This design comes from an exercise in tuning for small area, a short achievable clock period and few clock cycles on the open sky130 flow, not from production work.
Only simulation tests tie the RTL to the original design; equivalence was not proved.
Power figures rest on the tool's default switching activity, not on a simulated workload.

## qkv_proj_top
module qkv_proj_top #(
  parameter int NUM_PROJ = 3
) (
  input  logic           clk,
  input  logic           reset_n,
  input  logic           dut_valid,
  output logic           dut_ready,
  output qkv_pkg::addr_t input_read_address,
  input  qkv_pkg::data_t input_read_data,
  output qkv_pkg::addr_t weight_read_address,
  input  qkv_pkg::data_t weight_read_data,
  output logic           result_write_enable,
  output qkv_pkg::addr_t result_write_address,
  output qkv_pkg::data_t result_write_data
);
  logic fetch_start;
  logic fetch_step;
  logic dot_first;
  logic dot_end;
  logic row_end;
  logic matrix_end;
  logic pipe_busy;
  qkv_ctrl #(
    .NUM_PROJ (NUM_PROJ)
  ) ctrl_i (
    .clk              (clk),
    .reset_n          (reset_n),
    .dut_valid        (dut_valid),
    .input_read_data  (input_read_data),
    .weight_read_data (weight_read_data),
    .dut_ready        (dut_ready),
    .fetch_start      (fetch_start),
    .fetch_step       (fetch_step),
    .dot_first        (dot_first),
    .dot_end          (dot_end),
    .row_end          (row_end),
    .matrix_end       (matrix_end),
    .pipe_busy        (pipe_busy)
  );
  input_addr_gen input_addr_gen_i (
    .clk                (clk),
    .reset_n            (reset_n),
    .fetch_start        (fetch_start),
    .fetch_step         (fetch_step),
    .dot_end            (dot_end),
  ...
clock: 10.0 ns
lec_check: 0
cap_margin: 20
core_margin: 2
core_utilization: 70
cts_cluster_diameter: 120
cts_cluster_size: 28
slew_margin: 20
standard.sh (not shown) runs the stock make flow with config.mk's settings and CLKGATE_MAP_FILE= SYNTH_SCRIPT=/design/flow/synth_recipe.tcl, a recipe that flattens the netlist after the stock synthesis.
==> flow/flow/run.sh <==
#!/bin/bash
set -euo pipefail
bash standard.sh 'BUFFER_PORTS_ARGS=-buffer_cell sky130_fd_sc_hd__buf_1' SETUP_SLACK_MARGIN=6.8 finish > standard_flow.log 2>&1
Testbench counts at the start, summed over its fixed seeds: cycles 426,597.
Then changed:
==> flow/flow/run.sh (replaced) <==
#!/bin/bash
set -euo pipefail
bash standard.sh 'BUFFER_PORTS_ARGS=-buffer_cell sky130_fd_sc_hd__buf_1' SETUP_SLACK_MARGIN=6.85 finish > standard_flow.log 2>&1
--- a/flow/config.mk
+++ b/flow/config.mk
@@ -10 +10 @@
-export CORE_UTILIZATION = 70
+export CORE_UTILIZATION = 60
The changed run went through all stages and came out clean.
Final area went up by 2.9%.
Clock power went up by 9.5%.
Area after synthesis does not change.
Then changed:
==> flow/flow/run.sh (replaced) <==
#!/bin/bash
set -euo pipefail
bash standard.sh 'BUFFER_PORTS_ARGS=-buffer_cell sky130_fd_sc_hd__buf_1' SETUP_SLACK_MARGIN=6.65 finish > standard_flow.log 2>&1
=> Synthesized area is unchanged. Power goes down by 2.8%. Die area does not change. Sequential share of layout area rose by 0.87 points. Register-to-register slack got worse by 0.15 ns. Final cell count drops by 1.2%. Wire length shrinks by 6.4%.
Then changed:
==> flow/flow/run.sh (replaced) <==
#!/bin/bash
set -euo pipefail
bash standard.sh 'BUFFER_PORTS_ARGS=-buffer_cell sky130_fd_sc_hd__buf_1' SETUP_SLACK_MARGIN=6.75 finish > standard_flow.log 2>&1
--- a/flow/config.mk
+++ b/flow/config.mk
@@ -10 +10 @@
-export CORE_UTILIZATION = 60
+export CORE_UTILIZATION = 75
Power increases by 0.98%. Via count climbs by 3.7%. Hold slack is better by 0.0050 ns. Wire length went down by 1.8%. Count of clock-buffer cells in the layout falls by 3. Final cell count fell by 2.8%. Design area stays flat.
Then changed:
--- a/flow/config.mk
+++ b/flow/config.mk
@@ -10 +10 @@
-export CORE_UTILIZATION = 75
+export CORE_UTILIZATION = 70
Sequential cell count does not change.
Total power barely changes.
Synthesized area is unchanged.
Final area goes up by about 0.6%.
Combinational power is about the same.
Die area goes up by about 7%.
Routed wire length goes up by about 1.7%.
Global-route usage goes down by 1.6 points.
Utilization goes down by 5.7 points.

Another version of the RTL of qkv_proj_top (not shown whole).
Size: roughly 2500 cells after synthesis, roughly 140 I/O pins, about 0.025 sq mm of cells after synthesis.
export LEC_CHECK = 0
export CAP_MARGIN = 20
export CORE_MARGIN = 2
export CORE_UTILIZATION = 60
export CTS_CLUSTER_DIAMETER = 120
export CTS_CLUSTER_SIZE = 30
export SLEW_MARGIN = 20
create_clock -name core_clock -period 10.0 [get_ports {clk}]
==> flow/flow/run.sh <==
#!/bin/bash
set -euo pipefail
bash standard.sh 'BUFFER_PORTS_ARGS=-buffer_cell sky130_fd_sc_hd__buf_1' SETUP_SLACK_MARGIN=6.75 finish > standard_flow.log 2>&1
The starting point finished with timing, DRC and antenna clean.
Testbench counts at the start, summed over its fixed seeds: cycles 426,597.
Next try:
==> flow/run.sh (new file) <==
#!/bin/bash
# synth_recipe.tcl (not shown) runs the flow's synth.tcl, then flattens the netlist and writes it again
# the make line also repeats each setting of config.mk as NAME=value (left out here)
make -C /OpenROAD-flow-scripts/flow DESIGN_CONFIG=/design/flow/config.mk WORK_HOME=/design/flow/orfs CLKGATE_MAP_FILE= SYNTH_SCRIPT=/design/flow/synth_recipe.tcl finish
CTS_CLUSTER_DIAMETER = not set   (was 120)
CTS_CLUSTER_SIZE = not set   (was 30)
removed: flow/flow/run.sh
removed: flow/standard.sh
Area after synthesis is unchanged.
Routed wire length is lower by 5.5%.
Clock-buffer cell count is higher by 35.
Setup slack degrades by 0.75 ns.

qkv_proj_top again, from the RTL that the note above started with.
export LEC_CHECK = 0
export CAP_MARGIN = 20
export CORE_MARGIN = 2
export CORE_UTILIZATION = 60
export SLEW_MARGIN = 20
create_clock -name core_clock -period 10.0 [get_ports {clk}]
==> flow/flow/run.sh <==
#!/bin/bash
set -euo pipefail
bash standard.sh SETUP_SLACK_MARGIN=6.6 finish > standard_flow.log 2>&1
Testbench counts at the start, summed over its fixed seeds: cycles 426,597.
Rerun with:
==> flow/flow/run.sh (replaced) <==
#!/bin/bash
set -euo pipefail
bash standard.sh 'BUFFER_PORTS_ARGS=-buffer_cell sky130_fd_sc_hd__buf_1' SETUP_SLACK_MARGIN=6.85 finish > standard_flow.log 2>&1
The new run finished with timing, DRC and antenna clean.
Non-clock buffer count climbs by 33.
Total power climbs by 5.2%.
Die area stays the same.
Critical path depth climbs by 2.

Another version of the RTL of qkv_proj_top (not shown whole).
Size in the first run: roughly 2,800 cells after synthesis, about 140 I/O pins, about 0.025 mm^2 of cells after synthesis.
==> flow/design.v (excerpt) <==
module qkv_proj_top #(
  parameter int NUM_PROJ = 3
) (
  input  logic           clk,
  input  logic           reset_n,
  input  logic           dut_valid,
  output logic           dut_ready,
  output qkv_pkg::addr_t input_read_address,
  input  qkv_pkg::data_t input_read_data,
  output qkv_pkg::addr_t weight_read_address,
  input  qkv_pkg::data_t weight_read_data,
  output logic           result_write_enable,
  output qkv_pkg::addr_t result_write_address,
  output qkv_pkg::data_t result_write_data
);
export LEC_CHECK = 0
export CAP_MARGIN = 20
export CORE_MARGIN = 2
export CORE_UTILIZATION = 75
export CTS_CLUSTER_DIAMETER = 120
export CTS_CLUSTER_SIZE = 28
export SLEW_MARGIN = 20
create_clock -name core_clock -period 10.0 [get_ports {clk}]
==> flow/flow/run.sh <==
#!/bin/bash
set -euo pipefail
bash standard.sh 'BUFFER_PORTS_ARGS=-buffer_cell sky130_fd_sc_hd__buf_1' SETUP_SLACK_MARGIN=6.75 finish > standard_flow.log 2>&1
The first run went through all stages and came out clean.
Testbench counts at the start, summed over its fixed seeds: cycles 426,597.
Change:
- CORE_UTILIZATION: 75 -> 70
After rerunning: Area after synthesis is unchanged; wire length drops by 4.6%; sequential cell count stays the same; first-iteration DRC count is lower by 16%; non-clock buffer count is lower by 21; sequential power stays flat; clock-buffer cell count is lower by 2; global-route usage came out lower by 2.0 points; power drops by 1.9%; clock skew went up by 0.0062 ns.

==> what the ideal ports hide <==
The flow's constraints put no driver on any port. The routed layouts listed below were extracted and timed again, unchanged, in two steps.
Step 1 sets driving cells, clkbuf_16 on the clock port and buf_2 on the other inputs (assumed; they add their load-dependent delay and slew).
Step 2 times the ports against the registers' clock, not the clock port: input delays grow and output delays shrink by t, the midpoint of the rising clock arrivals with the driver on.
Slacks: no drivers / after step 1 / after step 2; pairs: no drivers / after step 1.
| run | t, ns | setup slack, ns | clock arrival spread, ns | worst slew at a driven data input, ns |
|---|---|---|---|---|
| the first run of note 1 | 0.583 | 6.818 / 6.785 / 6.818 | 0.018 / 0.019 | 0.15 |
| the second run of note 1 | 0.607 | 6.849 / 6.826 / 6.849 | 0.027 / 0.027 | 0.07 |
| the third run of note 1 | 0.607 | 6.702 / 6.702 / 6.702 | 0.025 / 0.025 | 0.06 |
| the fourth run of note 1 | 0.575 | 6.763 / 6.763 / 6.763 | 0.024 / 0.023 | 0.15 |
| the fifth run of note 1 | 0.581 | 6.821 / 6.766 / 6.837 | 0.021 / 0.022 | 0.15 |
| the first run of note 2 | 0.606 | 6.683 / 6.683 / 6.683 | 0.026 / 0.026 | 0.09 |
| the second run of note 2 | 0.635 | 5.935 / 5.935 / 5.935 | 0.038 / 0.039 | 0.07 |
| the first run of note 3 | 0.631 | 6.669 / 6.633 / 6.669 | 0.041 / 0.041 | 0.07 |
| the second run of note 3 | 0.630 | 6.712 / 6.712 / 6.712 | 0.037 / 0.036 | 0.08 |
| the first run of note 4 | 0.577 | 6.781 / 6.771 / 6.781 | 0.026 / 0.026 | 0.07 |
| the second run of note 4 | 0.583 | 6.749 / 6.749 / 6.749 | 0.027 / 0.027 | 0.06 |
After both steps setup and hold are still met in every run listed.
